This is an optimization exercise on Yosys and OpenROAD, whose aim is small area, a short achievable clock period and few clock cycles, not a production implementation. Function was checked by simulation only, so behaviour that the tests miss may differ from the original.

File: flow/constraint.sdc
create_clock -name core_clock -period 4.0 [get_ports {clk}]
set_input_delay 0.8000 -clock core_clock [delete_from_list [all_inputs] [get_ports {clk}]]
set_output_delay 0.8000 -clock core_clock [all_outputs]
set_load 0.01 [all_outputs]
File: flow/design.v
package sbda_pkg;
	localparam int VALUE_WIDTH_DEF = 32;
	localparam int BITS_PER_STAGE = 4;
	localparam int ND = 10;
	localparam int BW = 4 * (ND - 1) + 2;
	function automatic logic [BW-1:0] dabble1(input logic [BW-1:0] b, input logic bit_in);
		logic [BW-1:0] r;
		logic          c;
		c = bit_in;
		for (int d = 0; d < ND - 1; d++) begin
			logic d3, d2, d1, d0;
			{d3, d2, d1, d0} = b[d*4 +: 4];
			r[d*4]     = c;
			r[d*4 + 1] = (!d3 && !d2 && d0) || (d2 && d1 && !d0) || (d3 && !d0);
			r[d*4 + 2] = (d3 && !d0) || (!d2 && d1) || (d1 && d0);
			r[d*4 + 3] = (d3 && d0) || (d2 && !d1 && !d0);
			c = d3 || (d2 && (d1 || d0));
		end
		r[BW-2] = c;
		r[BW-1] = b[BW-2];
		dabble1 = r;
	endfunction
endpackage
module sbda_conv #(
	parameter int VALUE_WIDTH = sbda_pkg::VALUE_WIDTH_DEF
) (
	input  logic                          clk,
	input  logic                          arst_n,
	input  logic                          up_valid,
	output logic                          up_ready,
	input  logic [VALUE_WIDTH-1:0]        value,
	output logic                          dn_valid,
	input  logic                          dn_ready,
	output logic                          dn_neg,
	output logic [sbda_pkg::BW-1:0]       dn_bcd
);
	localparam int W  = VALUE_WIDTH;
	localparam int NN = W / 4;
	localparam int CW = $clog2(NN);
	localparam int BW = sbda_pkg::BW;
	logic          neg;
	logic [NN-1:0] nib_z, nib_f, low_z, nz;
	logic [CW-1:0] k0m1;
	logic          k0_z;
	logic [NN-1:0] above, top_oh, sel;
	logic [3:0]    f_nib;
	logic          f_bo;
	logic          f_busy;    
	logic          f_wait;    
	logic [CW-1:0] f_cnt;
	assign neg = value[W-1];
	always_comb begin
		for (int j = 0; j < NN; j++) begin
			nib_z[j] = (value[j*4 +: 4] == 4'h0);
			nib_f[j] = (value[j*4 +: 4] == 4'hF);
		end
		low_z[0] = 1'b1;
		for (int j = 1; j < NN; j++) low_z[j] = low_z[j-1] & nib_z[j-1];
		for (int j = 0; j < NN; j++)
			nz[j] = neg ? (!nib_f[j] || (!nib_z[j] && (j == 0 || nib_z[j == 0 ? 0 : j-1]))) : !nib_z[j];
		above[NN-1] = 1'b0;
		for (int j = NN - 2; j >= 0; j--) above[j] = above[j+1] | nz[j+1];
		for (int j = 0; j < NN; j++) begin
			top_oh[j] = (nz[j] || j == 0) && !above[j];
			sel[j]    = f_busy ? (f_cnt == CW'(j)) : top_oh[j];
		end
		k0_z  = !above[0];
		k0m1  = '0;
		f_nib = '0;
		f_bo  = 1'b0;
		for (int j = 0; j < NN; j++) begin
			if (top_oh[j]) k0m1 = k0m1 | CW'(j - 1);
			if (sel[j]) begin
				f_nib = f_nib | value[j*4 +: 4];
				f_bo  = f_bo | !low_z[j];
			end
		end
	end
	logic          c_v, c_first, c_last, c_neg, c_bo;
	logic [3:0]    c_nib;
	logic [BW-1:0] bcd;
	logic          d_done, d_neg;
	logic          d_accept, handoff, c_free, c_free_sure;
	logic          fetch_first, fetch_next;
	assign handoff     = d_done && dn_ready;
	assign d_accept    = c_v && (!d_done || dn_ready);
	assign c_free      = !c_v || d_accept;
	assign c_free_sure = !(c_v && c_first && d_done);
	assign fetch_first = up_valid && !f_busy && !f_wait && c_free;
	assign fetch_next  = f_busy && ((f_cnt == '0) ? c_free_sure : c_free);
	logic          rdy_q, rdy_nx;
	logic          f_wait_nx, f_busy_nx, c_v_nx, c_first_nx, d_done_nx;
	logic [CW-1:0] f_cnt_nx;
	always_comb begin
		f_wait_nx  = fetch_first && k0_z;
		f_busy_nx  = fetch_first ? !k0_z : (f_busy && !(fetch_next && f_cnt == '0));
		f_cnt_nx   = fetch_first ? k0m1 : (fetch_next ? f_cnt - 1'b1 : f_cnt);
		c_v_nx     = (fetch_first || fetch_next) || (c_v && !d_accept);
		c_first_nx = (fetch_first || fetch_next) ? fetch_first : c_first;
		d_done_nx  = d_accept ? c_last : (d_done && !handoff);
		rdy_nx     = f_wait_nx || (f_busy_nx && (f_cnt_nx == '0) && !(c_v_nx && c_first_nx && d_done_nx));
	end
	assign up_ready = rdy_q;
	always_ff @(posedge clk or negedge arst_n) begin
		if (!arst_n) begin
			f_busy <= 1'b0;
			f_wait <= 1'b0;
			rdy_q  <= 1'b0;
			c_v    <= 1'b0;
			d_done <= 1'b0;
		end else begin
			rdy_q <= rdy_nx;
			if (f_wait) f_wait <= 1'b0;
			if (fetch_first) begin
				if (k0_z) f_wait <= 1'b1;
				else f_busy <= 1'b1;
			end else if (fetch_next && f_cnt == '0) begin
				f_busy <= 1'b0;
			end
			if (fetch_first || fetch_next) c_v <= 1'b1;
			else if (d_accept) c_v <= 1'b0;
			if (d_accept) d_done <= c_last;
			else if (handoff) d_done <= 1'b0;
		end
	end
	always_ff @(posedge clk) begin
		if (fetch_first) f_cnt <= k0m1;
		else if (fetch_next) f_cnt <= f_cnt - 1'b1;
		if (fetch_first || fetch_next) begin
			c_nib   <= f_nib;
			c_bo    <= f_bo;
			c_neg   <= neg;
			c_first <= fetch_first;
			c_last  <= f_busy ? (f_cnt == '0) : k0_z;
		end
	end
	logic [3:0]    mbits;
	logic [BW-1:0] b_nx, b_dd, b_fv;
	always_comb begin
		logic orb;
		orb = c_bo;
		for (int t = 0; t < 4; t++) begin
			mbits[t] = c_nib[t] ^ (c_neg & orb);
			orb = orb | c_nib[t];
		end
		b_dd = bcd;
		for (int t = 3; t >= 0; t--) b_dd = sbda_pkg::dabble1(b_dd, mbits[t]);
		b_fv = '0;
		b_fv[7:0] = (mbits >= 4'd10) ? {4'd1, mbits - 4'd10} : {4'd0, mbits};
		b_nx = c_first ? b_fv : b_dd;
	end
	always_ff @(posedge clk) begin
		if (d_accept) begin
			bcd <= b_nx;
			if (c_first) d_neg <= c_neg;
		end
	end
	assign dn_valid = d_done;
	assign dn_neg   = d_neg;
	assign dn_bcd   = bcd;
endmodule
module sbda_ser (
	input  logic                    clk,
	input  logic                    arst_n,
	input  logic                    up_valid,
	output logic                    up_ready,
	input  logic                    up_neg,
	input  logic [sbda_pkg::BW-1:0] up_bcd,
	output logic                    char_valid,
	input  logic                    char_ready,
	output logic [7:0]              character,
	output logic                    last
);
	localparam int ND = sbda_pkg::ND;
	localparam int BW = sbda_pkg::BW;
	logic          s_busy, s_neg, s_atl, s_at2;
	logic [3:0]    s_idx;
	logic [BW-1:0] s_bcd;
	logic          t_v;
	logic [3:0]    t_lo;
	logic          o_v, o_b4, o_last;
	logic [3:0]    o_lo;
	logic          emit, emit_s, fin, early, load;
	logic [3:0]    lead, dig;
	logic [4*ND-1:0] bcd_ext;
	assign emit     = (s_busy || t_v) && (!o_v || char_ready);
	assign emit_s   = emit && !t_v;
	assign fin      = emit_s && s_atl;
	assign early    = emit_s && s_at2;
	assign up_ready = !s_busy || fin || early;
	assign load     = up_valid && up_ready;
	always_comb begin
		lead = 4'd0;
		for (int d = 0; d < ND - 1; d++) if (up_bcd[d*4 +: 4] != 4'd0) lead = 4'(d);
		if (up_bcd[BW-1:BW-2] != 2'd0) lead = 4'(ND - 1);
		bcd_ext = {2'b00, s_bcd};
		dig = bcd_ext[s_idx*4 +: 4];
	end
	always_ff @(posedge clk or negedge arst_n) begin
		if (!arst_n) begin
			s_busy <= 1'b0;
			t_v    <= 1'b0;
			o_v    <= 1'b0;
		end else begin
			if (load) s_busy <= 1'b1;
			else if (fin) s_busy <= 1'b0;
			if (load && early) t_v <= 1'b1;
			else if (emit) t_v <= 1'b0;
			if (emit) o_v <= 1'b1;
			else if (char_ready) o_v <= 1'b0;
		end
	end
	always_ff @(posedge clk) begin
		if (emit) begin
			o_b4   <= t_v || !s_neg;
			o_lo   <= t_v ? t_lo : (s_neg ? 4'hD : dig);
			o_last <= t_v || s_atl;
		end
		if (load && early) t_lo <= s_bcd[3:0];
		if (load) begin
			s_neg <= up_neg;
			s_idx <= lead;
			s_bcd <= up_bcd;
			s_atl <= !up_neg && (lead == 4'd0);
			s_at2 <= up_neg ? (lead == 4'd0) : (lead == 4'd1);
		end else if (emit_s) begin
			if (s_neg) begin
				s_neg <= 1'b0;
				s_atl <= (s_idx == 4'd0);
				s_at2 <= (s_idx == 4'd1);
			end else begin
				s_idx <= s_idx - 1'b1;
				s_atl <= (s_idx == 4'd1);
				s_at2 <= (s_idx == 4'd2);
			end
		end
	end
	assign char_valid = o_v;
	assign character  = {3'b001, o_b4, o_lo};
	assign last       = o_last;
endmodule
module signed_binary_to_decimal_ascii_top #(
	parameter int VALUE_WIDTH = sbda_pkg::VALUE_WIDTH_DEF
) (
	input  logic                          clk,
	input  logic                          arst_n,
	input  logic                          value_valid,
	output logic                          value_ready,
	input  logic signed [VALUE_WIDTH-1:0] value,
	output logic                          char_valid,
	input  logic                          char_ready,
	output logic [7:0]                    character,
	output logic                          last
);
	logic                    cv_valid;
	logic                    cv_ready;
	logic                    cv_neg;
	logic [sbda_pkg::BW-1:0] cv_bcd;
	sbda_conv #(
		.VALUE_WIDTH(VALUE_WIDTH)
	) u_conv (
		.clk      (clk),
		.arst_n   (arst_n),
		.up_valid (value_valid),
		.up_ready (value_ready),
		.value    (value),
		.dn_valid (cv_valid),
		.dn_ready (cv_ready),
		.dn_neg   (cv_neg),
		.dn_bcd   (cv_bcd)
	);
	sbda_ser u_ser (
		.clk        (clk),
		.arst_n     (arst_n),
		.up_valid   (cv_valid),
		.up_ready   (cv_ready),
		.up_neg     (cv_neg),
		.up_bcd     (cv_bcd),
		.char_valid (char_valid),
		.char_ready (char_ready),
		.character  (character),
		.last       (last)
	);
endmodule
File: flow/config.mk
export PLATFORM = sky130hd
export DESIGN_NAME = signed_binary_to_decimal_ascii_top
export DESIGN_NICKNAME = signed_binary_to_decimal_ascii_top
export VERILOG_FILES = /design/flow/design.v
export SDC_FILE = /design/flow/constraint.sdc
export NUM_CORES = 4
export LEC_CHECK = 0
export ABC_AREA = 1
export CAP_MARGIN = 20
export CORE_MARGIN = 2
export CORE_UTILIZATION = 40
export SETUP_SLACK_MARGIN = 1.8
export SLEW_MARGIN = 20
File: flow/standard.sh
#!/bin/bash
# synth_recipe.tcl (not shown) runs the flow's synth.tcl, then flattens the netlist and writes it again
# the make line also repeats each setting of config.mk as NAME=value (left out here)
make -C /OpenROAD-flow-scripts/flow DESIGN_CONFIG=/design/flow/config.mk WORK_HOME=/design/flow/orfs CLKGATE_MAP_FILE= SYNTH_SCRIPT=/design/flow/synth_recipe.tcl "${@:-finish}"
File: flow/flow/run.sh
#!/bin/bash
# Standard layout, with the port buffers made from buf_4 cells instead of the default pick.
bash standard.sh BUFFER_PORTS_ARGS="-buffer_cell sky130_fd_sc_hd__buf_4" finish > standard.log 2>&1
==> results.txt, run 1 <==
Clock Path Buffers -> 2
Vias/cell -> 5.006
FF+latch count, synth -> 113
die area -> 21,010 um2
largest net degree at the start of global routing -> 40
Slew headroom -> 56.72%
Peak Freq -> 481.1 MHz
I/O pin count -> 47
Iter 0 DRT Violations -> 571
reg2reg path depth -> 15
Final ANT Viol Nets -> 0
Die Ht -> 144.9 um
critical path's slowest cell -> edfxtp_1
CP max FO -> 5
design area -> 9625 um2
share of cells above drive strength 1 -> 22.36%
HPWL Detailed -> 13,790 um
n_diodes -> 0
M1 wire length -> 9153 um
Critical Path AT -> 2.25 ns
core area -> 19,460 um2
Yosys top cell by area -> edfxtp_1
Hold Crit Class -> in -> async
Yosys cell types -> 49
Max Slew Vio Count -> 0
Clock Latency Late Sink -> 0.42 ns
most common flop cell mapped by yosys -> edfxtp_1
register area share after synthesis -> 41.69%
Final setup viols -> 0
clk_skew -> 0.01129 ns
initial antenna violation count -> 0
RSZ-0062 raised after global routing -> true
final cycle utilization of the critical path -> 51.97%
number of synthesized flops with an enable pin -> 101
port bufs -> 43
die span in x -> 144.9 um
vias in the first global route -> 6,229
crit-path max cell delay -> 0.44 ns
Slew @ Worst Pin -> 0.6424 ns
Rows -> 51
crit-path cells -> buf_4, inv_2, nand3_1, nand3_4, inv_2, nand2_1, nand2_1, nand2_1, nor2_2, o21ai_2, inv_1, nand2_1, nand3_1, nand2_1, inv_1
Final Hold Vio Count -> 0
Yosys warnings -> 2
top cell type's share of synthesized area -> 38.17%
Crit Path Category -> reg -> reg
FF-to-FF setup slack -> 1.92 ns
CTS Root Cell -> clkbuf_16
vias -> 7,258
total track usage -> 17.61%
clock sink count -> 113
DRC Markers -> 0
Mapped Cells -> 1,090
CTS tree -> yes
mapped cell area -> 7946 um2
CTS Buf Count -> 17
Final min period -> 2.079 ns
DR WL met3 -> 900 um
Initial Util -> 40.83%
Reg clk slew, reported paths -> 0.06 ns
global-route wire length before repair -> 30,120 um
DR pass1 iterations -> 5
routed wl met2 -> 8510 um
Post-synth ARST share -> 7.080%
grt ovf -> 0
routed wire length per instance -> 12.91 um
Worst EP required -> 4.17 ns
Post-Route Setup TNS -> 0 ns
most frequent cells in the layout -> nand2_1 (286), inv_1 (132), nor2_1 (126)
CTS H-tree depth -> 4
nets@finish -> 1,217
Worst setup SP type -> flop
commonest non-fill, non-tap cell in the layout -> nand2_1
wirelength, routed -> 18,730 um
Crit. End Element -> flop
most numerous cell on the critical path -> nand2_1
Avg Inst Size Synth -> 7.290 um2
Top Metal Used -> met4
# Max-Cap Violations -> 0
placed inst area -> 8600 um2
outcome -> no timing/DRC/antenna violations
top post-synthesis cells by area -> edfxtp_1 (38%), nand2_1 (14%), inv_1 (6.9%)
placer congestion estimate -> 0.8615
synthesis-to-finish area growth -> 21.13%
[repair_timing]
item / in CTS / in global routing
endpoints found under the setup margin: 9 / 37
hold buffers: 0 / 0
resized for setup: 1 / 73
buffers inserted: 1 / 29
pin swaps: 0 / 14
[cell families after synthesis]
group,count (synthesis),synth area share (%)
simple gates,607,33.40
buf+inv,181,8.928
compound gates,173,13.81
flops,113,41.69
fa+ha+maj,9,1.417
xor+xnor,4,0.5355
other cells,2,0.09451
mux,1,0.1260
[critical path: cells and delay by family (launching register included)]
family | cells | cell delay (ns)
AOI/OAI and AO/OA | 1 | 0.21
buffers and inverters | 5 | 0.40
DFF | 1 | 0.44
and+or+nand+nor | 9 | 0.79
[flip-flops by register name, indices dropped and copies added, names as in the netlist, 3 cells and up]
register	count
u_conv.bcd	38
u_ser.s_bcd	38
u_ser.s_idx	4
u_ser.t_lo	4
u_conv.f_cnt	3
u_conv.c_nib	4
u_ser.o_lo	4
[per-layer routing]
layer / GRT usage [%] / up-vias
li1: - / 3769
met1: 24.77 / 3320
met2: 27.02 / 152
met3: 4.843 / 17
met4: 4.109 / 0
met5: 0 / -
[final cells by class]
class                      count  area (um2)
clock buffer                  18       429.2
clock inverter                14       141.4
fill                        1896        9837
inverter                     166       650.6
multi-input combinational    797        4182
sequential                   113        3313
tap                          265       331.6
timing repair buffer          77       578.1
[path summary, 6_finish.rpt]
path,startpoint,end
worst max-delay path,u_conv.bcd[4],u_conv.bcd[13]
worst min-delay path,arst_n,u_conv.f_busy
worst max register to register,u_conv.bcd[4],u_conv.bcd[13]
worst min register to register,u_ser.s_bcd[0],u_ser.t_lo[0]
max in group asynchronous,arst_n,u_ser.o_v
min in group core_clock,u_ser.s_bcd[0],u_ser.t_lo[0]
[Yosys cell counts, drive strengths merged (6+ instances only)]
cell    number
inv        166
o21ai       86
buf          8
clkbuf       6
nand4       16
o22ai       22
a21oi       44
a22oi        8
nor3         7
ha           9
edfxtp     101
dfrtp        8
nand3      111
nand2      312
nor2       155
[through the flow]
| step | std cells | setup slack, ns | hold WS, ns | utilization [%] |
|---|---|---|---|---|
| global placement | 1388 | 1.507 | 0.4352 | 44.19 |
| finish | 1450 | 1.921 | 0.1946 | 49.46 |
| floorplan | 1091 | 1.672 | 0.4264 | - |
| global route | 1450 | 1.709 | 0.1782 | 49.46 |
| detailed placement | 1388 | 1.460 | 0.4362 | 44.19 |
| CTS | 1421 | 1.839 | 0.1796 | 47.17 |
Testbench counts, summed over its fixed seeds: cycles 21,185.
==> inputs of run 2 (changes only) <==
--- a/flow/config.mk
+++ b/flow/config.mk
@@ -9,5 +9,6 @@
 export CAP_MARGIN = 20
 export CORE_MARGIN = 2
 export CORE_UTILIZATION = 40
-export SETUP_SLACK_MARGIN = 1.8
+export CTS_BUF_LIST = sky130_fd_sc_hd__clkbuf_8
+export SETUP_SLACK_MARGIN = 1.65
 export SLEW_MARGIN = 20
==> run 2 against run 1 <==
  * Critical path type is now in -> reg
  * Clock skew barely moved
  * Still clean on timing, DRC and antenna
  * Worst setup slack got worse by 0.054 ns
  * First-iteration DRC count down 15%
  * Cell area shrank 6.7%
  * Register-to-register slack got worse by 0.04 ns
  * Sequential share of layout area increased by 2.5 points
  * Global-route usage decreased by 0.13 points
  * Largest cell class unchanged
  * Routed wire length down 4.1%
  * Highest routed layer unchanged
  * Synthesized cell count unchanged
  * Critical path depth fell by 1
  * Critical endpoint is now u_conv.c_bo
==> results.txt, run 2 <==
initial antenna violation count -> 0 (unchanged)
grt ovf -> 0 (unchanged)
Hold Crit Class -> in -> async
Max Slew Vio Count -> 0 (unchanged)
HPWL Detailed -> 13,650 um (-1.1%)
Peak Freq -> 468.8 MHz (-2.5%)
Synth top cells by count -> nand2_1 (299), inv_1 (146), nor2_1 (138)
vias -> 6,986 (-3.7%)
largest net degree at the start of global routing -> 42 (+5.0%)
number of synthesized flops with an enable pin -> 101 (unchanged)
# hold bufs at CTS -> 0 (unchanged)
Final min period -> 2.133 ns (+0.05425 ns)
port bufs -> 43 (unchanged)
clk_skew -> 0.01089 ns (-0.0003953 ns)
most frequent cells in the layout -> nand2_1 (297), inv_1 (143), nor2_1 (136)
die area -> 21,010 um2 (unchanged)
placed inst area -> 8569 um2 (-0.35%)
vias in the first global route -> 6,231 (+0.032%)
Clock Path Buffers -> 2 (unchanged)
clock sink count -> 113 (unchanged)
critical path's slowest cell -> o31ai_1
Crit. End Element -> flop
CTS tree -> yes
I/O pin count -> 47 (unchanged)
most common flop cell mapped by yosys -> edfxtp_1
share of cells above drive strength 1 -> 15.92% (-6.4 points)
nets@finish -> 1,188 (-2.4%)
wirelength, routed -> 17,960 um (-4.1%)
Yosys top cell by area -> edfxtp_1
Mapped Cells -> 1,090 (unchanged)
FF+latch count, synth -> 113 (unchanged)
outcome -> no timing/DRC/antenna violations
Post-synth ARST share -> 7.080% (unchanged)
Initial Util -> 40.83% (unchanged)
FF-to-FF setup slack -> 1.88 ns (-0.04 ns)
Yosys cell types -> 49 (unchanged)
Avg Inst Size Synth -> 7.290 um2 (unchanged)
synthesis-to-finish area growth -> 13.07%
placer congestion estimate -> 0.8570 (-0.52%)
routed wire length per instance -> 12.64 um (-2.2%)
biggest regs -> u_conv.bcd x38, u_ser.s_bcd x38
Critical Path AT -> 2.44 ns (+0.19 ns)
CTS H-tree depth -> 4 (unchanged)
Post-Route Setup TNS -> 0 ns (unchanged)
total track usage -> 17.48% (-0.13 points)
CTS Root Cell -> clkbuf_8
Setup crit start -> value[31]
Yosys warnings -> 2 (unchanged)
DRC Markers -> 0 (unchanged)
FILL cells -> 1,920 (+1.3%)
CTS Buf Count -> 17 (unchanged)
mapped cell area -> 7946 um2 (unchanged)
design area -> 8985 um2 (-6.7%)
crit-path cells -> buf_4, inv_2, nand2_1, nor2_1, inv_1, nand2_2, nand3_1, nor2_2, nand3_1, nor2_2, nand2_1, o31ai_1, nand2_1, nand3_1
Reg-to-Reg Start -> u_conv.bcd[16]
Final setup viols -> 0 (unchanged)
global-route wire length before repair -> 29,810 um (-1.0%)
Final Hold Vio Count -> 0 (unchanged)
RR Endpoint -> u_conv.bcd[20]
Reg clk slew, reported paths -> 0.07 ns (about the same)
reg2reg path depth -> 12 (-3)
Crit Path Category -> in -> reg
Slew @ Worst Pin -> 0.9113 ns (+0.2688 ns)
DR pass1 iterations -> 5 (unchanged)
most common cell in the netlist -> nand2_1
register area share after synthesis -> 41.69% (unchanged)
final cycle utilization of the critical path -> 53.32% (+1.4 points)
die span in x -> 144.9 um (unchanged)
top cell type's share of synthesized area -> 38.17% (unchanged)
top post-synthesis cells by area -> edfxtp_1 (38%), nand2_1 (14%), inv_1 (6.9%)
Rows -> 51 (unchanged)
Final ANT Viol Nets -> 0 (unchanged)
core area -> 19,460 um2 (unchanged)
Vias/cell -> 4.916 (-1.8%)
# Max-Cap Violations -> 0 (unchanged)
CP max FO -> 13 (+8)
RSZ-0062 raised after global routing -> true
Worst setup SP type -> input port
crit-path max cell delay -> 0.23 ns (-0.21 ns)
Die Ht -> 144.9 um (unchanged)
Slew headroom -> 38.73% (-18 points)
n_diodes -> 0 (unchanged)
commonest non-fill, non-tap cell in the layout -> nand2_1
Iter 0 DRT Violations -> 484 (-15%)
Clock Latency Late Sink -> 0.44 ns (+0.02 ns)
Worst EP required -> 4.31 ns (+0.14 ns)
## run 2: worst max-delay path by stage
stage,endpoint,slack [ns]
3_5_place_dp,u_ser.s_idx[0],1.22
3_3_place_gp,u_ser.s_idx[0],1.21
2_1_floorplan,u_conv.bcd[0],1.65
5_1_grt,u_conv.bcd[13],1.64
6_report,u_conv.c_bo,1.87
4_1_cts,u_ser.s_idx[0],1.68
## run 2: cell families (layout without fill, tap and decap cells)
group	Yosys count	after routing	synth area share (%)
XOR/XNOR	4	4	0.5355
buffers and inverters	181	246	8.928
multiplexers	1	1	0.1260
other	2	3	0.09451
flip-flops	113	113	41.69
AO/OA/AOI/OAI	173	173	13.81
AND/OR/NAND/NOR	607	607	33.40
adder cells (fa/ha/maj)	9	9	1.417
## run 2: cell type report
cell class	count	area (um2)	area share [%]
well taps	265	331.6	3.690
flip-flops and latches	113	3313	36.88
clock buffers	17	234.0	2.604
multi-input cells	797	3963	44.10
repair inverters	1	7.507	0.08355
clock inverters	15	146.4	1.629
inverters	166	636.9	7.088
repair buffers	47	352.8	3.927
## run 2: critical path: cells and delay by family
kind	cells	cell delay [ns]
AND/OR/NAND/NOR	10	1.09
buffers and inverters	3	0.34
AO/OA/AOI/OAI	1	0.23
## run 2: per-layer routing
metal	global-route usage, %	wire length [um]	vias to the layer above
li1	-	-	3702
met1	25.23	9193	3143
met2	26.60	7932	126
met3	3.522	673	15
met4	5.000	157	0
met5	0	0	-
## run 2: what timing repair did
action	in CTS	in global routing
setup endpoints to repair	8	46
buffers inserted	1	0
gates resized for setup	1	6
gates cloned	0	1
pin swaps	0	0
## run 2: per-stage QoR
step / instances / hold slack [ns] / util, % / setup WS, ns
2_1_floorplan: 1091 / 0.4264 / - / 1.652
3_3_place_gp: 1387 / 0.4323 / 44.03 / 1.209
3_5_place_dp: 1387 / 0.4425 / 44.03 / 1.217
4_1_cts: 1420 / 0.1380 / 46.04 / 1.677
5_1_grt: 1421 / 0.1386 / 46.17 / 1.641
6_report: 1421 / 0.1668 / 46.17 / 1.867
==> inputs of run 3 (changes only) <==
--- a/flow/config.mk
+++ b/flow/config.mk
@@ -10,5 +10,7 @@
 export CORE_MARGIN = 2
 export CORE_UTILIZATION = 40
 export CTS_BUF_LIST = sky130_fd_sc_hd__clkbuf_8
+export CTS_CLUSTER_DIAMETER = 100
+export CTS_CLUSTER_SIZE = 40
 export SETUP_SLACK_MARGIN = 1.65
 export SLEW_MARGIN = 20
==> run 3 against run 2 <==
  * Still clean on timing, DRC and antenna
  * Cell count did not move
  * Sequential cell count did not move
  * Clock skew did not move
  * Utilization did not move
  * Highest routed layer unchanged
==> results.txt, run 3 <==
outcome -> no timing/DRC/antenna violations
commonest non-fill, non-tap cell in the layout -> nand2_1
placed inst area -> 8569 um2 (unchanged)
most common flop cell mapped by yosys -> edfxtp_1
Iter 0 DRT Violations -> 484 (unchanged)
Post-synth ARST share -> 7.080% (unchanged)
port bufs -> 43 (unchanged)
core area -> 19,460 um2 (unchanged)
Max Slew Vio Count -> 0 (unchanged)
crit-path max cell delay -> 0.23 ns (about the same)
# hold bufs at CTS -> 0 (unchanged)
Final Hold Vio Count -> 0 (unchanged)
Mapped Cells -> 1,090 (unchanged)
CTS Buf Count -> 17 (unchanged)
top cell type's share of synthesized area -> 38.17% (unchanged)
DR pass1 iterations -> 5 (unchanged)
vias in the first global route -> 6,231 (unchanged)
clock sink count -> 113 (unchanged)
largest net degree at the start of global routing -> 42 (unchanged)
mapped cell area -> 7946 um2 (unchanged)
Non-Filler Instances -> 1,421 (unchanged)
final cycle utilization of the critical path -> 53.32% (unchanged)
Vias/cell -> 4.916 (unchanged)
share of cells above drive strength 1 -> 15.92% (unchanged)
HPWL Detailed -> 13,650 um (unchanged)
crit-path cells -> buf_4, inv_2, nand2_1, nor2_1, inv_1, nand2_2, nand3_1, nor2_2, nand3_1, nor2_2, nand2_1, o31ai_1, nand2_1, nand3_1
CTS H-tree depth -> 4 (unchanged)
Crit. End Element -> flop
initial antenna violation count -> 0 (unchanged)
Clock Path Buffers -> 2 (unchanged)
Die Ht -> 144.9 um (unchanged)
most common cell in the netlist -> nand2_1
die area -> 21,010 um2 (unchanged)
number of synthesized flops with an enable pin -> 101 (unchanged)
wirelength, routed -> 17,960 um (unchanged)
I/O pin count -> 47 (unchanged)
Yosys cell types -> 49 (unchanged)
placed insts -> 1,387 (unchanged)
Avg Inst Size Synth -> 7.290 um2 (unchanged)
Final min period -> 2.133 ns (unchanged)
DRC Markers -> 0 (unchanged)
Slew @ Worst Pin -> 0.9113 ns (unchanged)
Hold Crit Class -> in -> async
Critical Path AT -> 2.44 ns (about the same)
synthesis-to-finish area growth -> 13.07% (unchanged)
Crit Path Category -> in -> reg
CP max FO -> 13 (unchanged)
Synth top cells by count -> nand2_1 (299), inv_1 (146), nor2_1 (138)
# Max-Cap Violations -> 0 (unchanged)
grt ovf -> 0 (unchanged)
Slew headroom -> 38.73% (unchanged)
Initial Util -> 40.83% (unchanged)
Worst setup SP type -> input port
CTS tree -> yes
worst setup margin -> 1.867 ns (unchanged)
Final setup viols -> 0 (unchanged)
CTS Root Cell -> clkbuf_8
nets@finish -> 1,188 (unchanged)
Yosys warnings -> 2 (unchanged)
most frequent cells in the layout -> nand2_1 (297), inv_1 (143), nor2_1 (136)
FF-to-FF setup slack -> 1.88 ns (about the same)
clk_skew -> 0.01089 ns (unchanged)
FF+latch count, synth -> 113 (unchanged)
vias -> 6,986 (unchanged)
Worst EP required -> 4.31 ns (about the same)
total track usage -> 17.48% (unchanged)
Clock Latency Late Sink -> 0.44 ns (about the same)
Peak Freq -> 468.8 MHz (unchanged)
top post-synthesis cells by area -> edfxtp_1 (38%), nand2_1 (14%), inv_1 (6.9%)
global-route wire length before repair -> 29,810 um (unchanged)
Final ANT Viol Nets -> 0 (unchanged)
Reg clk slew, reported paths -> 0.07 ns (about the same)
RSZ-0062 raised after global routing -> true
biggest regs -> u_conv.bcd x38, u_ser.s_bcd x38
die span in x -> 144.9 um (unchanged)
register area share after synthesis -> 41.69% (unchanged)
Setup Slack @ Placement -> 1.217 ns (unchanged)
design area -> 8985 um2 (unchanged)
placer congestion estimate -> 0.8570 (unchanged)
critical path's slowest cell -> o31ai_1
n_diodes -> 0 (unchanged)
Post-Route Setup TNS -> 0 ns (unchanged)
Rows -> 51 (unchanged)
routed wire length per instance -> 12.64 um (unchanged)
Yosys top cell by area -> edfxtp_1
==> run 3: cells by family after synthesis <==
kind of cell	synth area share [%]
fa+ha+maj	1.417
other cells	0.09451
flops	41.69
mux	0.1260
compound gates	13.81
xor+xnor	0.5355
simple gates	33.40
buf+inv	8.928
==> run 3: layer usage <==
layer,global-route usage [%],vias up,part of all wire [%]
met5,0,-,0
met4,5.000,0,0.87
met3,3.522,15,3.7
met2,26.60,126,44
met1,25.23,3143,51
li1,-,3702,-
==> run 3: worst paths after layout <==
kind	from	to	cells after the start
max in group asynchronous	arst_n	u_ser.o_v	1
hold / removal	arst_n	u_conv.f_busy	1
setup reg to reg	u_conv.bcd[16]	u_conv.bcd[20]	12
min in group core_clock	u_ser.s_bcd[3]	u_ser.t_lo[3]	0
hold reg to reg	u_ser.s_bcd[3]	u_ser.t_lo[3]	0
setup / recovery	value[31]	u_conv.c_bo	14
==> run 3: timing repair <==
item / CTS / global route
gates resized for setup: 1 / 6
endpoints found under the hold margin: 0 / 0
endpoints found under the setup margin: 8 / 46
gates cloned: 0 / 1
setup buffers: 1 / 0
==> run 3: final cells by class <==
type	instances	area [um2]
clock buffer	17	234.0
timing repair buffer	47	352.8
inverter	166	636.9
tap	265	331.6
multi-input combinational	797	3963
sequential	113	3313
clock inverter	15	146.4
timing repair inverter	1	7.507
fill	1920	10480
==> run 3: through the flow <==
stage                     hold slack (ns)  utilization [%]
after floorplan                    0.4264                -
after global placement             0.4323            44.03
after detailed placement           0.4425            44.03
after CTS                          0.1380            46.04
after global routing               0.1386            46.17
final                              0.1668            46.17
==> run 3: worst max-delay path: cells and delay by family <==
| family | cells | cell delay (ns) |
|---|---|---|
| AOI/OAI and AO/OA | 1 | 0.23 |
| buffers and inverters | 3 | 0.34 |
| and+or+nand+nor | 10 | 1.09 |
==> inputs of run 4 (changes only) <==
--- a/flow/config.mk
+++ b/flow/config.mk
@@ -12,5 +12,5 @@
 export CTS_BUF_LIST = sky130_fd_sc_hd__clkbuf_8
 export CTS_CLUSTER_DIAMETER = 100
 export CTS_CLUSTER_SIZE = 40
-export SETUP_SLACK_MARGIN = 1.65
+export SETUP_SLACK_MARGIN = 1.75
 export SLEW_MARGIN = 20
==> run 4 against run 3 <==
  * Worst hold slack improved by 0.017 ns
  * Sequential cell count stayed put
  * Critical path depth is 2 lower
  * Cell count up 1.1%
  * Critical path type unchanged
  * Clock skew is 0.0039 ns higher
  * Synthesized cell count unchanged
  * Sequential share of layout area down 0.88 points
  * Highest routed layer unchanged
  * Via count is 2.0% higher
  * Maximum frequency is 1.4% higher
  * Worst setup slack improved by 0.030 ns
  * Area after synthesis unchanged
==> results.txt, run 4 <==
Iter 0 DRT Violations -> 479 (-1.0%)
mapped cell area -> 7946 um2 (unchanged)
most common cell in the netlist -> nand2_1
port bufs -> 43 (unchanged)
Slew headroom -> 48.97% (+10 points)
FILL cells -> 1,951 (+1.6%)
clk_skew -> 0.01484 ns (+0.003943 ns)
Critical Path AT -> 2.40 ns (-0.04 ns)
Final min period -> 2.102 ns (-0.03046 ns)
nets@finish -> 1,204 (+1.3%)
FF-to-FF setup slack -> 1.90 ns (+0.02 ns)
FF+latch count, synth -> 113 (unchanged)
Yosys top cell by area -> edfxtp_1
Setup crit start -> value[23]
Mapped Cells -> 1,090 (unchanged)
vias -> 7,129 (+2.0%)
HPWL Detailed -> 13,790 um (+1.1%)
CP max FO -> 5 (-8)
Rows -> 51 (unchanged)
Clock Latency Late Sink -> 0.42 ns (-0.02 ns)
Peak Freq -> 475.6 MHz (+1.4%)
worst setup margin -> 1.898 ns (+0.03046 ns)
I/O pin count -> 47 (unchanged)
most frequent cells in the layout -> nand2_1 (292), inv_1 (138), nor2_1 (131)
# hold bufs at CTS -> 0 (unchanged)
final cycle utilization of the critical path -> 52.56% (-0.76 points)
Die Ht -> 144.9 um (unchanged)
Final setup viols -> 0 (unchanged)
Final ANT Viol Nets -> 0 (unchanged)
FF/Latch Area -> 3313 um2 (unchanged)
die span in x -> 144.9 um (unchanged)
CTS Root Cell -> clkbuf_8
Avg Inst Size Synth -> 7.290 um2 (unchanged)
hold_ws -> 0.1838 ns (+0.01704 ns)
Final Hold Vio Count -> 0 (unchanged)
vias in the first global route -> 6,223 (-0.13%)
most common flop cell mapped by yosys -> edfxtp_1
Vias/cell -> 4.961 (+0.91%)
Yosys warnings -> 2 (unchanged)
total track usage -> 17.40% (-0.072 points)
CTS H-tree depth -> 4 (unchanged)
Reg-to-Reg Start -> u_conv.bcd[20]
CTS Buf Count -> 17 (unchanged)
Worst EP required -> 4.30 ns (about the same)
CTS tree -> yes
multi-input logic area -> 4049 um2 (+2.2%)
biggest regs -> u_conv.bcd x38, u_ser.s_bcd x38
top post-synthesis cells by area -> edfxtp_1 (38%), nand2_1 (14%), inv_1 (6.9%)
Hold Crit Class -> in -> async
placed inst area -> 8600 um2 (+0.35%)
Worst setup SP type -> input port
Reg clk slew, reported paths -> 0.07 ns (about the same)
Clock Path Buffers -> 2 (unchanged)
clock sink count -> 113 (unchanged)
Initial Util -> 40.83% (unchanged)
design area -> 9204 um2 (+2.4%)
Crit Path Category -> in -> reg
Crit. End Element -> flop
wirelength, routed -> 18,330 um (+2.1%)
initial antenna violation count -> 0 (unchanged)
Post-synth ARST share -> 7.080% (unchanged)
register area share after synthesis -> 41.69% (unchanged)
largest net degree at the start of global routing -> 40 (-4.8%)
number of synthesized flops with an enable pin -> 101 (unchanged)
grt ovf -> 0 (unchanged)
core area -> 19,460 um2 (unchanged)
DR pass1 iterations -> 5 (unchanged)
synthesis-to-finish area growth -> 15.82%
commonest non-fill, non-tap cell in the layout -> nand2_1
die area -> 21,010 um2 (unchanged)
Slew @ Worst Pin -> 0.7590 ns (-0.1522 ns)
share of cells above drive strength 1 -> 19.37% (+3.5 points)
Max Slew Vio Count -> 0 (unchanged)
global-route wire length before repair -> 29,970 um (+0.51%)
RSZ-0062 raised after global routing -> true
n_diodes -> 0 (unchanged)
Post-Route Setup TNS -> 0 ns (unchanged)
Setup Slack @ Placement -> 1.460 ns (+0.2427 ns)
DRC Markers -> 0 (unchanged)
routed wire length per instance -> 12.75 um (+0.94%)
Yosys cell types -> 49 (unchanged)
top cell type's share of synthesized area -> 38.17% (unchanged)
Synth top cells by count -> nand2_1 (299), inv_1 (146), nor2_1 (138)
Layout Utilization -> 47.29% (+1.1 points)
placer congestion estimate -> 0.8615 (+0.53%)
outcome -> no timing/DRC/antenna violations
# Max-Cap Violations -> 0 (unchanged)
[run 4: cell counts after synthesis]
Identical to the previous run, type by type.
[run 4: worst paths after layout]
path                                   end  cells after the start
setup / recovery           u_conv.c_nib[0]                     12
hold / removal                u_conv.rdy_q                      1
setup reg to reg            u_conv.bcd[21]                     14
hold reg to reg              u_ser.t_lo[0]                      0
max in group asynchronous        u_ser.o_v                      1
min in group core_clock      u_ser.t_lo[0]                      0
[run 4: metrics by stage]
stage	cells
final	1437
after global routing	1437
after CTS	1421
after detailed placement	1388
after global placement	1388
after floorplan	1091
[run 4: final cells by class]
cell class                 instances  share of cell area [%]
multi-input combinational        797                   43.99
sequential                       113                   36.00
inverter                         166                   7.069
timing repair buffer              64                   5.220
tap                              265                   3.603
clock buffer                      17                   2.542
clock inverter                    15                   1.577
[run 4: what timing repair did]
item | in CTS | in global routing
pin swaps | 0 | 4
resized for setup | 1 | 35
buffers inserted | 1 | 16
endpoints found under the setup margin | 8 | 26
cloned | 0 | 0
[run 4: cells by family after synthesis]
kind of cell	Yosys count	synth area share, %
xor gates and xnor gates	4	0.5355
muxes	1	0.1260
AOI/OAI and AO/OA	173	13.81
and+or+nand+nor	607	33.40
buffers and inverters	181	8.928
adders and majority gates	9	1.417
DFF	113	41.69
other	2	0.09451
[run 4: worst max-delay path: stages]
cell and delay (ns):
buf_4 0.12, nor2_1 0.10, nand2_1 0.12, nand2_1 0.08, nand2_1 0.06, nand2_1 0.09
nand2_1 0.07, o21ai_0 0.49, a22oi_1 0.20, nand4_1 0.16, nor2_1 0.06, nand3_1 0.05
[run 4: per-layer routing]
layer  routed length, um  up-vias  global-route usage (%)  share of wire (%)
li1                    -     3742                       -                  -
met1                9075     3217                   24.67                 50
met2                8168      154                   26.90                 45
met3                 899       16                   3.962                4.9
met4                 184        0                   4.505                1.0
met5                   0        -                       0                  0
==> inputs of run 5 (changes only) <==
--- a/flow/config.mk
+++ b/flow/config.mk
@@ -12,5 +12,5 @@
 export CTS_BUF_LIST = sky130_fd_sc_hd__clkbuf_8
 export CTS_CLUSTER_DIAMETER = 100
 export CTS_CLUSTER_SIZE = 40
-export SETUP_SLACK_MARGIN = 1.75
+export SETUP_SLACK_MARGIN = 1.6
 export SLEW_MARGIN = 20
==> run 5 against run 4 <==
  * Maximum frequency down 1.4%
  * Routed wire length down 0.31%
  * Clock-buffer cell count unchanged
  * Worst setup slack worse by 0.030 ns
  * Cell count down 0.90%
  * Area after synthesis unchanged
  * Sequential share of layout area up 0.60 points
  * Cell area down 1.6%
  * Global-route usage up 0.48 points
  * Critical path type is now reg -> reg
  * Highest routed layer unchanged
==> results.txt, run 5 <==
outcome -> no timing/DRC/antenna violations
top cell type's share of synthesized area -> 38.17% (unchanged)
register area share after synthesis -> 41.69% (unchanged)
top post-synthesis cells by area -> edfxtp_1 (38%), nand2_1 (14%), inv_1 (6.9%)
Clock Path Buffers -> 2 (unchanged)
Yosys top cell by area -> edfxtp_1
vias in the first global route -> 6,518 (+4.7%)
Mapped Cells -> 1,090 (unchanged)
critical path's slowest cell -> edfxtp_1
placer congestion estimate -> 0.8925 (+3.6%)
most common flop cell mapped by yosys -> edfxtp_1
core area -> 19,460 um2 (unchanged)
most common cell in the netlist -> nand2_1
vias -> 6,976 (-2.1%)
global-route wire length before repair -> 30,750 um (+2.6%)
number of synthesized flops with an enable pin -> 101 (unchanged)
Iter 0 DRT Violations -> 461 (-3.8%)
port bufs -> 43 (unchanged)
Clock Latency Late Sink -> 0.43 ns (about the same)
crit-path max cell delay -> 0.46 ns (-0.03 ns)
Peak Freq -> 468.9 MHz (-1.4%)
Die Ht -> 144.9 um (unchanged)
clock sink count -> 113 (unchanged)
CP max FO -> 5 (unchanged)
commonest non-fill, non-tap cell in the layout -> nand2_1
Worst EP required -> 4.19 ns (-0.11 ns)
Slew @ Worst Pin -> 0.8773 ns (+0.1183 ns)
nets@finish -> 1,191 (-1.1%)
biggest regs -> u_conv.bcd x38, u_ser.s_bcd x38
FILL cells -> 1,950 (-0.051%)
final cycle utilization of the critical path -> 53.31% (+0.75 points)
Critical Path AT -> 2.32 ns (-0.08 ns)
most numerous cell on the critical path -> nand2_1
Final ANT Viol Nets -> 0 (unchanged)
Hold Crit Class -> in -> async
CTS Buf Count -> 17 (unchanged)
synthesis-to-finish area growth -> 13.93%
CTS H-tree depth -> 4 (unchanged)
HPWL Detailed -> 14,090 um (+2.1%)
total track usage -> 17.89% (+0.48 points)
largest net degree at the start of global routing -> 39 (-2.5%)
DR pass1 iterations -> 5 (unchanged)
most frequent cells in the layout -> nand2_1 (298), inv_1 (143), nor2_1 (135)
Rows -> 51 (unchanged)
Final setup viols -> 0 (unchanged)
FF+latch count, synth -> 113 (unchanged)
Synth top cells by count -> nand2_1 (299), inv_1 (146), nor2_1 (138)
clk_skew -> 0.01282 ns (-0.002015 ns)
CTS Root Cell -> clkbuf_8
Avg Inst Size Synth -> 7.290 um2 (unchanged)
Crit. End Element -> flop
# Max-Cap Violations -> 0 (unchanged)
n_diodes -> 0 (unchanged)
initial antenna violation count -> 0 (unchanged)
die span in x -> 144.9 um (unchanged)
Slew headroom -> 41.01% (-8.0 points)
Yosys warnings -> 2 (unchanged)
Max Slew Vio Count -> 0 (unchanged)
Worst setup SP type -> flop
Final Hold Vio Count -> 0 (unchanged)
hold_ws -> 0.1773 ns (-0.006540 ns)
Vias/cell -> 4.899 (-1.3%)
DRC Markers -> 0 (unchanged)
Post-synth ARST share -> 7.080% (unchanged)
share of cells above drive strength 1 -> 16.05% (-3.3 points)
RSZ-0062 raised after global routing -> false
Reg clk slew, reported paths -> 0.07 ns (about the same)
wirelength, routed -> 18,270 um (-0.31%)
I/O pin count -> 47 (unchanged)
Crit Path Category -> reg -> reg
grt ovf -> 0 (unchanged)
CTS tree -> yes
mapped cell area -> 7946 um2 (unchanged)
routed wire length per instance -> 12.83 um (+0.60%)
Yosys cell types -> 49 (unchanged)
Post-Route Setup TNS -> 0 ns (unchanged)
crit-path cells -> nor2_2, o21ai_0, o21ai_0, nand2_1, nor2_2, nand2_1, o21ai_1, inv_1, nand3_1, nand3_1, nand2_1, inv_1
Initial Util -> 40.83% (unchanged)
Final min period -> 2.132 ns (+0.03003 ns)
# hold bufs at CTS -> 0 (unchanged)
die area -> 21,010 um2 (unchanged)
-- run 5: cell types whose count changed in the layout (fill, tap and decap cells not counted), moves of 5 or more --
| cell | change |
|---|---|
| inv_1 | +5 |
| inv_2 | -5 |
| nand2_1 | +6 |
| o21ai_0 | +6 |
| buf_4 | -13 |
| o22ai_2 | -5 |
| o22ai_1 | +5 |
| o21ai_1 | -5 |
-- run 5: repair_timing --
item                                   in CTS  in global routing
endpoints found under the hold margin       0                  0
gates resized for setup                     1                  4
setup buffers                               1                  3
setup endpoints to repair                   7                  9
gates cloned                                0                  0
-- run 5: final cells by class --
| type | instances | area (um2) | area share, % |
|---|---|---|---|
| Timing Repair Buffer | 51 | 382.9 | 4.229 |
| Inverter | 166 | 634.4 | 7.007 |
| Clock buffer | 17 | 234.0 | 2.584 |
| Tap cell | 265 | 331.6 | 3.662 |
| Clock inverter | 15 | 216.5 | 2.391 |
| Multi-Input combinational cell | 797 | 3941 | 43.53 |
| Sequential cell | 113 | 3313 | 36.59 |
-- run 5: final timing paths --
| path | cells past startpoint | slack (ns) | to | start |
|---|---|---|---|---|
| max in group asynchronous | 1 | 3.69 | u_conv.f_busy | arst_n |
| hold reg to reg | 0 | 0.44 | u_ser.t_lo[2] | u_ser.s_bcd[2] |
| setup reg to reg | 12 | 1.87 | u_conv.bcd[21] | u_conv.bcd[13] |
| min in group core_clock | 0 | 0.44 | u_ser.t_lo[2] | u_ser.s_bcd[2] |
| hold / removal | 1 | 0.18 | u_conv.rdy_q | arst_n |
| setup / recovery | 12 | 1.87 | u_conv.bcd[21] | u_conv.bcd[13] |
-- run 5: kinds of logic after synthesis --
group	share of synthesized area [%]
AOI/OAI and AO/OA	13.81
xor gates and xnor gates	0.5355
adders and majority gates	1.417
buffers and inverters	8.928
DFF	41.69
muxes	0.1260
other	0.09451
and+or+nand+nor	33.40
-- run 5: worst max-delay path, delay by kind of cell (launching register included) --
kind	cells	cell delay [ns]
simple gates	7	0.80
buf+inv	2	0.13
flops	1	0.46
compound gates	3	0.53
-- run 5: per-layer routing --
metal  GRT usage (%)  share of wire (%)
met1           25.78                 52
met2           27.83                 44
met3           3.302                3.0
met4           4.406               0.96
met5               0                  0
-- run 5: per-stage QoR --
| step | instances | worst slack, ns | area [um2] | util, % |
|---|---|---|---|---|
| 2_1_floorplan | 1091 | 1.591 | 7964 | - |
| 3_3_place_gp | 1388 | 1.264 | 8562 | 43.99 |
| 3_5_place_dp | 1388 | 1.242 | 8562 | 43.99 |
| 4_1_cts | 1421 | 1.670 | 9024 | 46.36 |
| 5_1_grt | 1424 | 1.603 | 9054 | 46.52 |
| 6_report | 1424 | 1.868 | 9054 | 46.52 |
==> inputs of run 6 (changes only) <==
--- a/flow/config.mk
+++ b/flow/config.mk
@@ -12,5 +12,5 @@
 export CTS_BUF_LIST = sky130_fd_sc_hd__clkbuf_8
 export CTS_CLUSTER_DIAMETER = 100
 export CTS_CLUSTER_SIZE = 40
-export SETUP_SLACK_MARGIN = 1.6
+export SETUP_SLACK_MARGIN = 1.7
 export SLEW_MARGIN = 20
==> run 6 against run 5 <==
  * Critical path type is now in -> reg
  * Cell count unchanged
  * Sequential cell count unchanged
  * Still clean on timing, DRC and antenna
  * Global-route usage down 0.48 points
  * Clock-buffer cell count unchanged
==> results.txt, run 6 <==
initial antenna violation count -> 0 (unchanged)
Crit. End Element -> flop
Worst EP required -> 4.30 ns (+0.11 ns)
multi-input logic area -> 3994 um2 (+1.3%)
most common cell in the netlist -> nand2_1
FF+latch count, synth -> 113 (unchanged)
nets@finish -> 1,191 (unchanged)
Critical Path AT -> 2.43 ns (+0.11 ns)
DR pass1 iterations -> 5 (unchanged)
FILL cells -> 1,961 (+0.56%)
most frequent cells in the layout -> nand2_1 (297), inv_1 (142), nor2_1 (136)
Yosys cell types -> 49 (unchanged)
FF-to-FF setup slack -> 1.88 ns (about the same)
most common flop cell mapped by yosys -> edfxtp_1
placer congestion estimate -> 0.8615 (-3.5%)
wirelength, routed -> 18,110 um (-0.86%)
CP max FO -> 5 (unchanged)
most numerous cell on the critical path -> nand2_1
synthesis-to-finish area growth -> 13.90% (about the same)
final cycle utilization of the critical path -> 53.27% (about the same)
Final min period -> 2.131 ns (-0.001850 ns)
total track usage -> 17.40% (-0.48 points)
Synth top cells by count -> nand2_1 (299), inv_1 (146), nor2_1 (138)
clock sink count -> 113 (unchanged)
Hold Crit Class -> in -> async
CTS tree -> yes
I/O pin count -> 47 (unchanged)
crit-path max cell delay -> 0.50 ns (+0.04 ns)
vias in the first global route -> 6,223 (-4.5%)
Avg Inst Size Synth -> 7.290 um2 (unchanged)
Clock Path Buffers -> 2 (unchanged)
Yosys warnings -> 2 (unchanged)
CTS Buf Count -> 17 (unchanged)
crit-path cells -> buf_4, nor2_1, nand2_1, nand2_1, nand2_1, nand2_1, nand2_1, o21ai_0, a22oi_1, nand4_1, nor2_1, nand3_1
RSZ-0062 raised after global routing -> true
port bufs -> 43 (unchanged)
Slew headroom -> 46.90% (+5.9 points)
largest net degree at the start of global routing -> 40 (+2.6%)
Yosys top cell by area -> edfxtp_1
critical path's slowest cell -> o21ai_0
Final ANT Viol Nets -> 0 (unchanged)
die area -> 21,010 um2 (unchanged)
Vias/cell -> 4.975 (+1.6%)
Rows -> 51 (unchanged)
top post-synthesis cells by area -> edfxtp_1 (38%), nand2_1 (14%), inv_1 (6.9%)
outcome -> no timing/DRC/antenna violations
Final Hold Vio Count -> 0 (unchanged)
Slew @ Worst Pin -> 0.7898 ns (-0.08751 ns)
CTS Root Cell -> clkbuf_8
Mapped Cells -> 1,090 (unchanged)
Die Ht -> 144.9 um (unchanged)
Final setup viols -> 0 (unchanged)
top cell type's share of synthesized area -> 38.17% (unchanged)
Clock Latency Late Sink -> 0.42 ns (about the same)
core area -> 19,460 um2 (unchanged)
Peak Freq -> 469.3 MHz (about the same)
number of synthesized flops with an enable pin -> 101 (unchanged)
# Max-Cap Violations -> 0 (unchanged)
clk_skew -> 0.01497 ns (+0.002147 ns)
vias -> 7,085 (+1.6%)
CTS H-tree depth -> 4 (unchanged)
Iter 0 DRT Violations -> 528 (+15%)
global-route wire length before repair -> 29,970 um (-2.6%)
routed wire length per instance -> 12.72 um (-0.86%)
commonest non-fill, non-tap cell in the layout -> nand2_1
Crit Path Category -> in -> reg
n_diodes -> 0 (unchanged)
Post-Route Setup TNS -> 0 ns (unchanged)
die span in x -> 144.9 um (unchanged)
Reg clk slew, reported paths -> 0.07 ns (about the same)
Post-synth ARST share -> 7.080% (unchanged)
FF/Latch Area -> 3313 um2 (unchanged)
register area share after synthesis -> 41.69% (unchanged)
biggest regs -> u_conv.bcd x38, u_ser.s_bcd x38
mapped cell area -> 7946 um2 (unchanged)
HPWL Detailed -> 13,790 um (-2.1%)
share of cells above drive strength 1 -> 16.74% (+0.69 points)
Initial Util -> 40.83% (unchanged)
Max Slew Vio Count -> 0 (unchanged)
DRC Markers -> 0 (unchanged)
# hold bufs at CTS -> 0 (unchanged)
grt ovf -> 0 (unchanged)
Worst setup SP type -> input port
[run 6: cell count changes in the layout (fill, tap and decap cells not counted), moves of 2 or more]
| cell | delta |
|---|---|
| bufinv_16 | -3 |
| clkinv_1 | -2 |
| clkinv_2 | +3 |
| o21ai_0 | -3 |
| o21ai_1 | +2 |
| o22ai_1 | -3 |
| o22ai_2 | +3 |
[run 6: per-layer routing]
layer  vias to the layer above  GRT usage, %  wire, um
li1                       3713             -         -
met1                      3194         24.67      9013
met2                       162         26.90      7991
met3                        16         3.962       924
met4                         0         4.505       185
met5                         -             0         0
[run 6: kinds of logic after synthesis]
group	count (synthesis)	synth area share (%)
AO/OA/AOI/OAI	173	13.81
XOR/XNOR	4	0.5355
adder cells (fa/ha/maj)	9	1.417
buffers and inverters	181	8.928
flip-flops	113	41.69
multiplexers	1	0.1260
other	2	0.09451
AND/OR/NAND/NOR	607	33.40
[run 6: what timing repair did]
item	CTS	global route
gates resized for setup	1	12
endpoints found under the hold margin	0	0
endpoints found under the setup margin	8	12
setup buffers	1	3
pin swaps	0	1
[run 6: stage by stage]
| step | util, % | hold slack (ns) | setup WS, ns | instance area, um2 | instances |
|---|---|---|---|---|---|
| after global placement | 44.19 | 0.4352 | 1.507 | 8600 | 1388 |
| after detailed placement | 44.19 | 0.4362 | 1.460 | 8600 | 1388 |
| after floorplan | - | 0.4264 | 1.672 | 8001 | 1091 |
| after global routing | 46.51 | 0.1516 | 1.664 | 9051 | 1424 |
| final | 46.51 | 0.1849 | 1.869 | 9051 | 1424 |
| after CTS | 46.19 | 0.1590 | 1.835 | 8990 | 1421 |
[run 6: cell type report]
cell class | count | share of cell area [%]
Multi-Input combinational cell | 797 | 44.12
Sequential cell | 113 | 36.60
Inverter | 166 | 7.188
Timing Repair Buffer | 51 | 4.230
Tap cell | 265 | 3.663
Clock buffer | 17 | 2.585
Clock inverter | 15 | 1.604
[run 6: path summary, 6_finish.rpt]
| check | start | to | cells after the start |
|---|---|---|---|
| min in group core_clock | u_ser.s_bcd[0] | u_ser.t_lo[0] | 0 |
| hold reg to reg | u_ser.s_bcd[0] | u_ser.t_lo[0] | 0 |
| setup / recovery | value[23] | u_conv.c_nib[0] | 12 |
| hold / removal | arst_n | u_conv.rdy_q | 1 |
| max in group asynchronous | arst_n | u_ser.o_v | 1 |
| setup reg to reg | u_conv.bcd[8] | u_conv.bcd[17] | 14 |
[run 6: worst max-delay path: cells and delay by family]
kind            cells  cell delay, ns
simple gates        9            0.80
compound gates      2            0.70
buf+inv             1            0.12
==> inputs of run 7 (changes only) <==
--- a/flow/config.mk
+++ b/flow/config.mk
@@ -12,5 +12,6 @@
 export CTS_BUF_LIST = sky130_fd_sc_hd__clkbuf_8
 export CTS_CLUSTER_DIAMETER = 100
 export CTS_CLUSTER_SIZE = 40
-export SETUP_SLACK_MARGIN = 1.7
+export SETUP_SLACK_MARGIN = 1.65
 export SLEW_MARGIN = 20
+export TNS_END_PERCENT = 0
==> run 7 against run 6 <==
  * Still clean
  * Maximum frequency decreased by 2.1%
  * Non-clock buffer count decreased by 2
  * Critical path depth unchanged
  * Critical path type is now reg -> reg
  * Critical endpoint is now u_conv.bcd[21]
  * Largest cell class unchanged
==> results.txt, run 7 <==
largest net degree at the start of global routing -> 39 (-2.5%)
top post-synthesis cells by area -> edfxtp_1 (38%), nand2_1 (14%), inv_1 (6.9%)
wirelength, routed -> 18,240 um (+0.68%)
number of synthesized flops with an enable pin -> 101 (unchanged)
Clock Path Buffers -> 2 (unchanged)
Peak Freq -> 459.6 MHz (-2.1%)
Post-Route Setup TNS -> 0 ns (unchanged)
most frequent cells in the layout -> nand2_1 (298), inv_1 (143), nor2_1 (137)
commonest non-fill, non-tap cell in the layout -> nand2_1
Hold Crit Class -> in -> async
die area -> 21,010 um2 (unchanged)
port bufs -> 43 (unchanged)
synthesis-to-finish area growth -> 13.68%
biggest regs -> u_conv.bcd x38, u_ser.s_bcd x38
vias -> 7,009 (-1.1%)
Vias/cell -> 4.929 (-0.93%)
Critical Path AT -> 2.36 ns (-0.07 ns)
DR pass1 iterations -> 5 (unchanged)
global-route wire length before repair -> 30,750 um (+2.6%)
Yosys cell types -> 49 (unchanged)
Yosys top cell by area -> edfxtp_1
mapped cell area -> 7946 um2 (unchanged)
n_diodes -> 0 (unchanged)
grt ovf -> 0 (unchanged)
initial antenna violation count -> 0 (unchanged)
Initial Util -> 40.83% (unchanged)
nets@finish -> 1,189 (-0.17%)
HPWL Detailed -> 14,090 um (+2.1%)
Reg clk slew, reported paths -> 0.07 ns (about the same)
Worst EP required -> 4.19 ns (-0.11 ns)
Setup crit start -> u_conv.bcd[13]
Layout Utilization -> 46.42% (-0.090 points)
routed wire length per instance -> 12.82 um (+0.82%)
Die Ht -> 144.9 um (unchanged)
CP max FO -> 5 (unchanged)
clk_skew -> 0.01275 ns (-0.002219 ns)
Final setup viols -> 0 (unchanged)
register area share after synthesis -> 41.69% (unchanged)
Max Slew Vio Count -> 0 (unchanged)
CTS H-tree depth -> 4 (unchanged)
Slew headroom -> 39.93% (-7.0 points)
most common flop cell mapped by yosys -> edfxtp_1
Post-synth ARST share -> 7.080% (unchanged)
Final min period -> 2.176 ns (+0.04526 ns)
Worst setup SP type -> flop
Reg-to-Reg Start -> u_conv.bcd[13]
vias in the first global route -> 6,518 (+4.7%)
clock sink count -> 113 (unchanged)
RSZ-0062 raised after global routing -> true
Slew @ Worst Pin -> 0.8935 ns (+0.1037 ns)
Crit. End Element -> flop
# hold bufs at CTS -> 0 (unchanged)
share of cells above drive strength 1 -> 15.73% (-1.0 points)
placer congestion estimate -> 0.8925 (+3.6%)
total track usage -> 17.89% (+0.48 points)
die span in x -> 144.9 um (unchanged)
Final Hold Vio Count -> 0 (unchanged)
Rows -> 51 (unchanged)
Avg Inst Size Synth -> 7.290 um2 (unchanged)
most common cell in the netlist -> nand2_1
top cell type's share of synthesized area -> 38.17% (unchanged)
CTS Root Cell -> clkbuf_8
CTS Buf Count -> 17 (unchanged)
core area -> 19,460 um2 (unchanged)
Crit Path Category -> reg -> reg
Yosys warnings -> 2 (unchanged)
Final ANT Viol Nets -> 0 (unchanged)
outcome -> no timing/DRC/antenna violations
Clock Latency Late Sink -> 0.43 ns (about the same)
FF+latch count, synth -> 113 (unchanged)
CTS tree -> yes
I/O pin count -> 47 (unchanged)
final cycle utilization of the critical path -> 54.40% (+1.1 points)
DRC Markers -> 0 (unchanged)
Synth top cells by count -> nand2_1 (299), inv_1 (146), nor2_1 (138)
Mapped Cells -> 1,090 (unchanged)
# Max-Cap Violations -> 0 (unchanged)
Iter 0 DRT Violations -> 497 (-5.9%)
-- run 7: logic make-up (layout without fill, tap and decap cells) --
family                     Yosys count  count (layout)  share of synthesized area [%]
other                                2               3                        0.09451
and+or+nand+nor                    607             607                          33.40
DFF                                113             113                          41.69
buffers and inverters              181             247                          8.928
adders and majority gates            9               9                          1.417
AOI/OAI and AO/OA                  173             173                          13.81
muxes                                1               1                         0.1260
xor gates and xnor gates             4               4                         0.5355
-- run 7: layer usage --
| metal | up-vias | part of all wire [%] | global-route usage, % | wire length, um |
|---|---|---|---|---|
| li1 | 3700 | - | - | - |
| met1 | 3177 | 51 | 25.78 | 9283 |
| met2 | 117 | 45 | 27.83 | 8125 |
| met3 | 15 | 3.6 | 3.302 | 652 |
| met4 | 0 | 0.96 | 4.406 | 175 |
| met5 | - | 0 | 0 | 0 |
-- run 7: final timing paths --
path / end / cells after the start / slack [ns]
worst max-delay path: u_conv.bcd[21] / 12 / 1.82
worst min-delay path: u_conv.rdy_q / 1 / 0.18
worst max register to register: u_conv.bcd[21] / 12 / 1.82
worst min register to register: u_ser.t_lo[2] / 0 / 0.44
max in group asynchronous: u_conv.f_busy / 1 / 3.69
min in group core_clock: u_ser.t_lo[2] / 0 / 0.44
-- run 7: what timing repair did --
| item | 4_1_cts | 5_1_grt |
|---|---|---|
| pin swaps | 0 | 0 |
| buffers inserted | 1 | 1 |
| hold endpoints to repair | 0 | 0 |
| resized for setup | 1 | 1 |
| setup endpoints to repair | 8 | 10 |
| cloned | 0 | 0 |
-- run 7: worst max-delay path, stage by stage (launching register included) --
cell,delay [ns]
edfxtp_1,0.44
nor2_1,0.21
o21ai_0,0.17
o21ai_0,0.23
nand2_1,0.15
nor2_1,0.19
nand2_1,0.07
o21ai_1,0.14
inv_1,0.09
nand3_1,0.07
nand3_1,0.09
nand2_1,0.07
inv_1,0.03
-- run 7: cell type report --
| type | instances | area, um2 |
|---|---|---|
| Clock buffer | 17 | 234.0 |
| Fill cell | 1944 | 10430 |
| Timing Repair Buffer | 49 | 367.9 |
| Sequential cell | 113 | 3313 |
| Tap cell | 265 | 331.6 |
| Inverter | 166 | 634.4 |
| Clock inverter | 15 | 216.5 |
| Multi-Input combinational cell | 797 | 3936 |
-- run 7: stage by stage --
stage	instances	hold WS (ns)	setup slack, ns	cell area (um2)
final	1422	0.1767	1.824	9034
after global routing	1422	0.1505	1.528	9034
after CTS	1421	0.1568	1.670	9024
after detailed placement	1388	0.4339	1.242	8562
after global placement	1388	0.4344	1.264	8562
after floorplan	1091	0.4264	1.591	7964

-- static timing again, ports no longer ideal --
No port has a modelled driver above. Below, the same layouts with a new extraction and two added sets of constraints. Step 1, drivers: a clkbuf_16 drives clk and a buf_2 each remaining input, both assumed. Step 2 times the ports against the registers' clock, not the clock port: input delays grow and output delays shrink by t, the midpoint of the rising clock arrivals with the driver on. a / b / c = ideal / step 1 / step 2; a / b = the first two.
run | t (ns) | setup slack, ns | worst hold slack (ns)
run 1 | 0.453 | 1.921 / 1.921 / 1.501 | 0.195 / 0.177 / 0.448
run 2 | 0.476 | 1.867 / 1.877 / 1.410 | 0.167 / 0.152 / 0.460
run 3 | 0.476 | 1.867 / 1.877 / 1.410 | 0.167 / 0.152 / 0.460
run 4 | 0.457 | 1.898 / 1.903 / 1.457 | 0.184 / 0.167 / 0.452
run 5 | 0.463 | 1.868 / 1.868 / 1.432 | 0.177 / 0.165 / 0.442
run 6 | 0.457 | 1.869 / 1.876 / 1.433 | 0.185 / 0.168 / 0.453
run 7 | 0.463 | 1.824 / 1.824 / 1.426 | 0.177 / 0.164 / 0.442
After both steps setup and hold are still met in every run listed.
